Context: an optimization exercise on an open-source flow, tuned for a short achievable clock period and few clock cycles. The choices shown serve that exercise and are no tape-out recipe.
Function was not checked in any run shown here: the RTL went through the layout flow alone.
Power figures rest on the tool's default switching activity, not on a simulated workload.

==> flow/design.v (outline; a module is shown in full before it is edited, if it fits) <==
// module lsp_booth_pp: 144 lines
// module lsp_dadda31: 517 lines
// module lsp_dadda32: 519 lines
// module lsp_prev_engine: 233 lines
module lsp_prev_engine
#(
  parameter int M      = 10,
  parameter int NP     = 4,
  parameter int SHIFT  = 3,
  parameter int ADDR_W = 11,
  parameter int DATA_W = 32
) (
  input  logic              clk,
  input  logic              reset,
  input  logic              start,
  input  logic              mode,
  input  logic [ADDR_W-1:0] x_base,
  input  logic [ADDR_W-1:0] g_base,
  input  logic [ADDR_W-1:0] fp_base,
  input  logic [ADDR_W-1:0] fg_base,
  input  logic [ADDR_W-1:0] out_base,
  input  logic [DATA_W-1:0] readIn,
  output logic [ADDR_W-1:0] readAddr,
  output logic [ADDR_W-1:0] writeAddr,
  output logic [DATA_W-1:0] writeOut,
  output logic              writeEn,
  output logic              busy,
  output logic              done
);
  // ...
==> flow/flow/run.sh <==
#!/bin/bash
set -euo pipefail
bash standard.sh SETUP_SLACK_MARGIN=9.5 finish > flow_make.log 2>&1
==> flow/standard.sh <==
#!/bin/bash
# synth_recipe.tcl (not shown) runs the flow's synth.tcl, then flattens the netlist and writes it again
# the make line also repeats each setting of config.mk as NAME=value (left out here)
make -C /OpenROAD-flow-scripts/flow DESIGN_CONFIG=/design/flow/config.mk WORK_HOME=/design/flow/orfs CLKGATE_MAP_FILE= SYNTH_SCRIPT=/design/flow/synth_recipe.tcl "${@:-finish}"
==> flow/config.mk <==
export PLATFORM = sky130hd
export DESIGN_NAME = lsp_prev_engine
export DESIGN_NICKNAME = lsp_prev_engine
export VERILOG_FILES = /design/flow/design.v
export SDC_FILE = /design/flow/constraint.sdc
export NUM_CORES = 4
export LEC_CHECK = 0
export ABC_CLOCK_PERIOD_IN_PS = 3000
export CAP_MARGIN = 20
export CORE_MARGIN = 2
export CORE_UTILIZATION = 40
export SLEW_MARGIN = 20
==> flow/constraint.sdc <==
create_clock -name core_clock -period 13.0 [get_ports {clk}]
set_input_delay 2.6000 -clock core_clock [delete_from_list [all_inputs] [get_ports {clk}]]
set_output_delay 2.6000 -clock core_clock [all_outputs]
set_load 0.01 [all_outputs]
==> summary.txt, run 1 <==
run status no timing/DRC/antenna violations; biggest area consumer among cell classes multi-input gates; Regs by FF count r_pp x136, r_acc x32, r_ms x32; count of antenna diodes in the layout 1; Placed Instance Area 29210 um^2; combinational-cell power consumption 6.54 mW; register cell area after layout 10740 um^2; kind of end point of the critical path output port; Sequential Power Share 23.2%; Critical Path End writeOut[16]; CTS Buffer Depth 3; post-synthesis instance area 27520 um^2; minimum period implied by the final worst setup slack 3.851 ns; Die Span X 266.3 um; cell chosen for the clock root sky130_fd_sc_hd__clkbuf_16; Power, Total 10.70 mW; largest register by flop count r_pp; switching share of power 43.79%; Post-DP HPWL 49.91 mm; cell leakage power 13.43 nW; share of async-settable or async-resettable flops after synthesis 0%; post-layout utilization of the core 47.47%; net switching power figure 4.686 mW; clock network power consumption 1.68 mW; number of detailed-routing iterations run before antenna repair 7; initial standard-cell utilization of the core 40.27%; final cycle utilization of the critical path 29.62%; xor and xnor area share after synthesis 12.09%; count of flip-flops with a built-in enable after synthesis 56; flip-flop and latch count after synthesis 504; simple-gate area share of the yosys netlist 8.047%; most common library cell in the layout ignoring fill and taps sky130_fd_sc_hd__dfxtp_1; highest fanout seen on the critical path 8; row cnt 96; number of buffers added by the clock tree synthesis step 56; Worst setup SP type flip-flop; Crit path max-delay family flip-flops; number of standard cells in the final layout excluding fillers 3666; fraction of layout instances using a drive strength above 1 14.44%; critical path cell sequence buf_8, buf_6; Antenna Nets Post-Route 0; Bufs and invs on worst path 2; largest family of logic cells by synthesized area adder cells; routed length on met1 32.66 mm
==> inputs of run 2 (changes only) <==
--- a/flow/config.mk
+++ b/flow/config.mk
@@ -9,4 +9,6 @@
 export CAP_MARGIN = 20
 export CORE_MARGIN = 2
 export CORE_UTILIZATION = 40
+export CTS_CLUSTER_DIAMETER = 150
+export CTS_CLUSTER_SIZE = 20
 export SLEW_MARGIN = 20
==> run 2 against run 1 <==
  * Still clean
  * Global-route usage is 0.25 points lower
  * Non-clock buffer count decreased by 7
  * Flip-flop and latch count stayed put
  * Final area decreased by 4.2%
  * Core utilization shrank 2.0 points
  * Cell count down 2.0%
  * Wire length fell by 0.76%
  * Combinational power shrank 2%
  * Critical path depth is the same
  * Total power down 8.3%
  * Sequential power barely moved
==> summary.txt, run 2 <==
TritonCTS clock tree done; minimum period implied by the final worst setup slack 3.826 ns (-0.02456 ns); wire per inst 20.84 um; flip-flop count of the largest register, all copies and words added 136; cell chosen for the clock root sky130_fd_sc_hd__clkbuf_16; most common library cell in the layout ignoring fill and taps sky130_fd_sc_hd__dfxtp_1; flip-flop and latch count after synthesis 504 (unchanged); quantity of I/O buffers inserted on ports 131; die height 266.3 um; Crit Path Class flip-flop to output port; largest family of logic cells by synthesized area adder cells; CTS Buffer Depth 3 (unchanged); Endpoint, Worst Hold r_gneg[5]$_DFF_P_; Syn Nets 3095; Bufs and invs on worst path 2 (unchanged); fraction of layout instances using a drive strength above 1 12.40% (-2.0 points); xor and xnor area share after synthesis 12.09% (unchanged); # Max-Cap Violations 0; footprint of the multi-input gates 15740 um^2; Crit path required time 10.40 ns; sequential-to-total area share from yosys stat 38.70%; Final TNS setup 0 ns; remaining max-slew budget at the tightest pin 14.11%; Arrival @ worst endpoint 1.23 ns; die area 70920 um^2; flop-to-flop setup slack 9.32 ns; hold path cells 0; unique cell type count in the Yosys netlist 75; Placed Instance Area 29210 um^2 (unchanged); Max Transition Viols Final 0; count of flip-flops with a built-in enable after synthesis 56 (unchanged); Placeable Area 68350 um^2; terminus of the critical flop-to-flop path r_acc[28]$_DFF_P_; per-cell via count in the routed design 5.472; Die Span X 266.3 um (unchanged); row cnt 96 (unchanged); Fin Hold WS 0.3555 ns; top cells by area in the synthesized netlist sky130_fd_sc_hd__dfxtp_1, sky130_fd_sc_hd__fa_1, sky130_fd_sc_hd__xnor2_1; skew final 0.02476 ns; portion of netlist area occupied by mux cells 0.5456%; most frequent cell after synthesis sky130_fd_sc_hd__dfxtp_1; Synth area leader sky130_fd_sc_hd__dfxtp_1; kind of end point of the critical path output port; initial antenna violation count 2; transition time at the pin with the least slew margin 1.288 ns; clock input transition at the sequential cells of the worst setup and hold paths 0.08 ns; commonest non-fill, non-tap cells in the layout sky130_fd_sc_hd__dfxtp_1, sky130_fd_sc_hd__xnor2_1, sky130_fd_sc_hd__a22oi_1; highest fanout seen on the critical path 9 (+1); Critical Path Max Stage Delay 0.37 ns; critical path cell sequence buf_12, buf_6; prevailing post-synth register cell sky130_fd_sc_hd__dfxtp_1; gate count of the mapped netlist 2689; number of hold violations in the final report 0; path depth of the worst reg2reg path 13; final cycle utilization of the critical path 29.43% (-0.19 points); worst flop-to-flop path startpoint r_mc[1]$_SDFF_PP0_; pin count of the biggest net entering global routing 89; Regs by FF count r_pp x136, r_acc x32, r_ms x32; initial standard-cell utilization of the core 40.27% (unchanged); DRC marker count from the first detailed-route iteration 1600; post-synthesis instance area 27520 um^2 (unchanged); wirelength, routed 74.89 mm; GR Util All Layers 20.70%; area added between synthesis and finish 12.95%; cts-stage hold buffer count 0; top cells by count, synth sky130_fd_sc_hd__dfxtp_1, sky130_fd_sc_hd__xnor2_1, sky130_fd_sc_hd__a22oi_1; worst skew pair latency 0.62 ns; TritonCTS Sinks 504; run status no timing/DRC/antenna violations; wire length of the first global-routing pass 115.9 mm; DRC violations left 0; Post-DP HPWL 49.91 mm (unchanged); final-layout fill cell count 6204; VDD IR-drop max 0.1575 mV; Worst setup SP type flip-flop; number of buffers added by the clock tree synthesis step 29 (-48%); average instance area after synthesis 10.23 um^2; register cell area after layout 10740 um^2 (about the same); simple-gate area share of the yosys netlist 8.047% (unchanged); Max Clock Freq 261.4 MHz; Yosys Warn Count 1; Crit path max-delay family flip-flops; share of the synthesized area in the top cell type 32.59%; number of detailed-routing iterations run before antenna repair 6 (-1); beginning of the worst hold path r_negu[5]$_DFF_P_; Antenna Nets Post-Route 0 (unchanged); number of global-route vias before repair 20039; class of the tightest hold or removal check flip-flop to flip-flop; post-synthesis share of cell area spent on full adders, half adders and majority gates 19.79%; vias post-DR 19667; setup violators final 0; CTS H-Tree Depth 1; post-synthesis compound-gate area fraction 14.82%; total power per unit cell area 315.6 nW/um^2; cell leakage power 12.77 nW (-5.0%); Layout Cell Area excl Fill 31090 um^2; Final Wtd Congestion 0.8794; largest register by flop count r_pp; total overflow reported by the global router 0; RSZ-0062 raised after global routing true; highest-delay cell along the critical path sky130_fd_sc_hd__dfxtp_4; share of async-settable or async-resettable flops after synthesis 0% (unchanged); total I/O pin count 148; Layout Nets 3109
## run 2: cell types whose count changed in the layout (fill, tap and decap cells not counted), sizes merged
| cell | before | now |
|---|---|---|
| bufinv | 8 | 0 |
| buf | 129 | 122 |
| clkinv | 19 | 2 |
| inv | 208 | 203 |
| diode | 1 | 2 |
| clkdlybuf4s15 | 2 | 1 |
| clkbuf | 78 | 43 |
## run 2: stage by stage
| stage | total power [mW] | utilization (%) | setup slack, ns | std cells |
|---|---|---|---|---|
| 4_1_cts | 9.334 | 44.47 | 9.146 | 3571 |
| 3_5_place_dp | 8.068 | 42.74 | 8.459 | 3508 |
| 5_1_grt | 10.60 | 45.48 | 9.120 | 3593 |
| 3_3_place_gp | 7.986 | 42.75 | 8.478 | 3508 |
| 6_report | 9.812 | 45.48 | 9.174 | 3594 |
| 2_1_floorplan | 6.272 | - | 9.501 | 2689 |
## run 2: cell families after synthesis
| family | after synthesis |
|---|---|
| AOI/OAI and AO/OA | 591 |
| and+or+nand+nor | 465 |
| xor gates and xnor gates | 380 |
| adders and majority gates | 316 |
| muxes | 14 |
| DFF | 504 |
| buffers and inverters | 419 |
## run 2: worst max-delay path by stage
stage / endpoint / start / cells past startpoint / slack (ns)
after floorplan: r_pp[1]$_DFF_P_ / readIn[0] / 4 / 9.50
after global placement: r_wnz$_DFF_P_ / readIn[13] / 4 / 8.48
after detailed placement: r_wnz$_DFF_P_ / readIn[4] / 4 / 8.46
after CTS: writeOut[25] / r_wout[30]$_DFF_P_ / 2 / 9.15
after global routing: writeOut[22] / r_wout[30]$_DFF_P_ / 2 / 9.12
final: writeOut[25] / r_wout[30]$_DFF_P_ / 2 / 9.17
## run 2: final cells by class
class	instances	share of cell area, %
Timing Repair Buffer	198	6.255
Clock inverter	3	0.08855
Clock buffer	35	2.439
Inverter	204	2.475
Multi-Input combinational cell	1766	50.64
Sequential cell	504	34.53
Antenna cell	2	0.01610
Tap cell	882	3.550
## run 2: what timing repair did
item,in CTS,in global routing
pin swaps,16,34
setup buffers,24,18
gates cloned,1,3
endpoints found under the setup margin,234,165
gates resized for setup,355,139
## run 2: per-layer routing
| layer | GRT usage (%) | vias to the layer above | routed length [um] |
|---|---|---|---|
| li1 | - | 9082 | - |
| met1 | 28.10 | 9736 | 32780 |
| met4 | 5.861 | 2 | 1836 |
| met3 | 3.290 | 111 | 5105 |
| met5 | 0 | - | 12 |
| met2 | 34.13 | 736 | 35150 |
## run 2: power breakdown
group / leakage, nW / total (mW) / switching, mW / internal, mW
registers: 4.32 / 2.48 / 0.398 / 2.08
logic: 8.07 / 6.39 / 3.55 / 2.84
clock network: 0.381 / 0.943 / 0.531 / 0.412
total: 12.8 / 9.81 / 4.48 / 5.33
==> inputs of run 3 (changes only) <==
==> flow/flow/run.sh (replaced) <==
#!/bin/bash
set -euo pipefail
bash standard.sh SETUP_SLACK_MARGIN=9.5 MATCH_CELL_FOOTPRINT=0 finish > flow_make.log 2>&1
--- a/flow/config.mk
+++ b/flow/config.mk
@@ -8,7 +8,5 @@
 export ABC_CLOCK_PERIOD_IN_PS = 3000
 export CAP_MARGIN = 20
 export CORE_MARGIN = 2
-export CORE_UTILIZATION = 40
-export CTS_CLUSTER_DIAMETER = 150
-export CTS_CLUSTER_SIZE = 20
+export CORE_UTILIZATION = 55
 export SLEW_MARGIN = 20
==> run 3 against run 2 <==
  * Global-route usage increased by 8.1 points
  * Via count increased by 0.66%
  * Worst setup slack improved by 0.040 ns
  * Register-to-register slack got worse by 0.07 ns
  * Worst hold slack got worse by 0.0028 ns
  * Highest routed layer unchanged
  * Largest cell class unchanged
  * Flip-flop and latch count unchanged
  * Combinational power increased by 0.8%
  * Wire length about the same
  * Die area decreased by 27%
  * Clock-buffer cell count increased by 42
  * Still clean
  * Maximum frequency increased by 1.1%
  * Cell count decreased by 4.4%
==> summary.txt, run 3 <==
net switching power figure 4.583 mW (+2.4%); clock network fraction of design power 15.1% (+5.5 points); Post-DP HPWL 50.74 mm (+1.7%); Crit path required time 10.40 ns (about the same); Power, Total 10.50 mW (+7.0%); final-layout fill cell count 3944 (-36%); gate count of the mapped netlist 2689 (unchanged); Crit Path Class flip-flop to output port; Yosys Warn Count 1 (unchanged); Arrival @ worst endpoint 1.19 ns (-0.04 ns); TritonCTS clock tree done; worst skew pair latency 0.62 ns (about the same); flip-flop and latch count after synthesis 504 (unchanged); Final Wtd Congestion 0.8795 (about the same); row cnt 81 (-16%); transition time at the pin with the least slew margin 1.405 ns (+0.1170 ns); critical path cell sequence dlymetal6s2s_1; top cells by count, synth sky130_fd_sc_hd__dfxtp_1, sky130_fd_sc_hd__xnor2_1, sky130_fd_sc_hd__a22oi_1; Syn Nets 3095 (unchanged); number of global-route vias before repair 20083 (+0.22%); clock input transition at the sequential cells of the worst setup and hold paths 0.05 ns (-0.03 ns); die height 227.7 um (-14%); Bufs and invs on worst path 1 (-1); internal power of the cells 5.916 mW (+11%); top cells by area in the synthesized netlist sky130_fd_sc_hd__dfxtp_1, sky130_fd_sc_hd__fa_1, sky130_fd_sc_hd__xnor2_1; post-synthesis instance area 27520 um^2 (unchanged); Die Span X 227.7 um (-14%); wire length of the first global-routing pass 114.3 mm (-1.4%); share of the synthesized area in the top cell type 32.59% (unchanged); Layout Nets 3135 (+0.84%); worst flop-to-flop path startpoint r_ms[1]$_SDFF_PP0_; unique cell type count in the Yosys netlist 75 (unchanged); DRC violations left 0 (unchanged); cts-stage hold buffer count 0 (unchanged); total overflow reported by the global router 0 (unchanged); number of detailed-routing iterations run before antenna repair 6 (unchanged); Max Clock Freq 264.1 MHz (+1.1%); start point of the critical path r_wout[30]$_DFF_P_; Crit path max-delay family flip-flops; highest fanout seen on the critical path 17 (+8); Critical Path Max Stage Delay 0.41 ns (+0.04 ns); count of flip-flops with a built-in enable after synthesis 56 (unchanged); minimum period implied by the final worst setup slack 3.786 ns (-0.04012 ns); switching share of power 43.65% (-2.0 points); Max Transition Viols Final 0 (unchanged); Fin Hold WS 0.3527 ns (-0.002801 ns); Synth area leader sky130_fd_sc_hd__dfxtp_1; average instance area after synthesis 10.23 um^2 (unchanged); DRC marker count from the first detailed-route iteration 1542 (-3.6%); cell chosen for the clock root sky130_fd_sc_hd__clkbuf_16; wirelength, routed 74.86 mm (about the same); Placeable Area 49150 um^2 (-28%); sequential-to-total area share from yosys stat 38.70% (unchanged); Worst setup SP type flip-flop; CTS H-Tree Depth 2 (+1); class of the tightest hold or removal check flip-flop to flip-flop; number of hold violations in the final report 0 (unchanged); die area 51850 um^2 (-27%); area added between synthesis and finish 16.16%; run status no timing/DRC/antenna violations; commonest non-fill, non-tap cells in the layout sky130_fd_sc_hd__dfxtp_1, sky130_fd_sc_hd__xnor2_1, sky130_fd_sc_hd__a22oi_1; initial standard-cell utilization of the core 55.99% (+16 points); most common library cell in the layout ignoring fill and taps sky130_fd_sc_hd__dfxtp_1; setup violators final 0 (unchanged); skew final 0.03172 ns (+0.006962 ns); cell leakage power 13.48 nW (+5.6%); wire per inst 21.79 um (+4.6%); Final TNS setup 0 ns (unchanged); quantity of I/O buffers inserted on ports 131 (unchanged); flip-flop count of the largest register, all copies and words added 136 (unchanged); RSZ-0062 raised after global routing true; prevailing post-synth register cell sky130_fd_sc_hd__dfxtp_1; TritonCTS Sinks 504 (unchanged); initial antenna violation count 2 (unchanged); vias post-DR 19796 (+0.66%); combinational group share of total power 61.3% (-3.8 points); total I/O pin count 148 (unchanged); fraction of layout instances using a drive strength above 1 13.75% (+1.4 points); Antenna Nets Post-Route 0 (unchanged); kind of end point of the critical path output port; largest register by flop count r_pp; share of async-settable or async-resettable flops after synthesis 0% (unchanged); flop-to-flop setup slack 9.25 ns (-0.07 ns); # Max-Cap Violations 0 (unchanged); pin count of the biggest net entering global routing 97 (+9.0%); Sequential Power Share 23.6% (-1.7 points); VDD IR-drop max 0.1680 mV (+6.7%); most frequent cell after synthesis sky130_fd_sc_hd__dfxtp_1; number of buffers added by the clock tree synthesis step 54 (+86%); remaining max-slew budget at the tightest pin 6.308% (-7.8 points); per-cell via count in the routed design 5.761 (+5.3%); final cycle utilization of the critical path 29.12% (-0.31 points); CTS Buffer Depth 3 (unchanged); beginning of the worst hold path r_wnz$_DFF_P_; Regs by FF count r_pp x136, r_acc x32, r_ms x32; highest-delay cell along the critical path sky130_fd_sc_hd__dfxtp_4; GR Util All Layers 28.84% (+8.1 points); total power per unit cell area 328.4 nW/um^2 (+4.1%)
[run 3: cell counts after synthesis]
No cell type changed its count.
[run 3: cell families (layout without fill, tap and decap cells)]
kind of cell | after synthesis | in the layout | share of synthesized area (%)
flops | 504 | 504 | 38.70
mux | 14 | 14 | 0.5456
simple gates | 465 | 465 | 8.047
other cells | 0 | 1 | 0
xor+xnor | 380 | 380 | 12.09
buf+inv | 419 | 501 | 6.015
compound gates | 591 | 591 | 14.82
fa+ha+maj | 316 | 316 | 19.79
[run 3: repair_timing]
action,CTS,global route
buffers inserted,25,17
pin swaps,16,37
setup endpoints to repair,237,139
gates resized for setup,259,137
gates cloned,1,3
[run 3: worst paths after layout]
check	end	cells after the start
worst max register to register	r_acc[28]$_DFF_P_	13
worst min-delay path	r_wnz_d$_DFF_P_	0
worst min register to register	r_wnz_d$_DFF_P_	0
worst max-delay path	writeOut[16]	1
[run 3: area by class of cell]
cell class / instances / area [um^2] / area share [%]
inverter: 204 / 769.5 / 2.407
clock inverter: 21 / 246.5 / 0.7710
timing repair buffer: 199 / 1981 / 6.196
sequential: 504 / 10730 / 33.57
clock buffer: 77 / 1612 / 5.041
multi-input combinational: 1766 / 15800 / 49.41
antenna: 1 / 2.502 / 0.007828
tap: 664 / 830.8 / 2.599
[run 3: metrics by stage]
stage               instances  area [um^2]  utilization (%)  setup slack, ns
finish                   3436        31970            65.04            9.214
detailed placement       3290        28940            58.88            8.296
global route             3435        31970            65.03            9.153
global placement         3290        28950            58.89            8.327
floorplan                2689        27530                -            9.501
CTS                      3414        31310            63.70            9.176
[run 3: power groups by stage]
stage	clock network, mW	registers (mW)	logic, mW
floorplan	0	2.26	4.01
global placement	0	2.49	5.38
detailed placement	0	2.50	5.48
CTS	1.62	2.47	5.84
global route	1.67	2.52	7.13
finish	1.59	2.48	6.44
[run 3: per-layer routing]
metal	global-route usage (%)	vias to the layer above	part of all wire, %
met5	0	-	0.036
met4	9.298	4	2.8
met3	5.039	127	7.2
met2	45.72	731	45
met1	40.30	9764	45
li1	-	9170	-

## what the ideal ports hide
In the flow no input, the clock included, has a driving cell. The finished layouts below were timed again as built, in two steps. Step 1 sets driving cells, clkbuf_16 on the clock port and buf_2 on the other inputs (assumed; they add their load-dependent delay and slew). Step 2 times the ports against the registers' clock, not the clock port: input delays grow and output delays shrink by t, the midpoint of the rising clock arrivals with the driver on. Three values: no drivers, after step 1, after step 2; two values: the first two.
| run | shift t [ns] | setup WS [ns] | worst setup path at the end | latest minus earliest clock arrival (ns) | cell pins on the clock port's net |
|---|---|---|---|---|---|
| run 1 | 0.678 | 9.149 / 9.085 / 8.960 | input to register | 0.027 / 0.027 | 1 |
| run 2 | 0.669 | 9.174 / 9.110 / 8.996 | input to register | 0.027 / 0.028 | 1 |
| run 3 | 0.661 | 9.214 / 9.157 / 8.937 | input to register | 0.033 / 0.033 | 1 |
After both steps setup and hold are still met in every run listed. The setup slack of run 3, which loses most, moves by -0.057 ns with the drivers and by -0.277 ns with both steps.
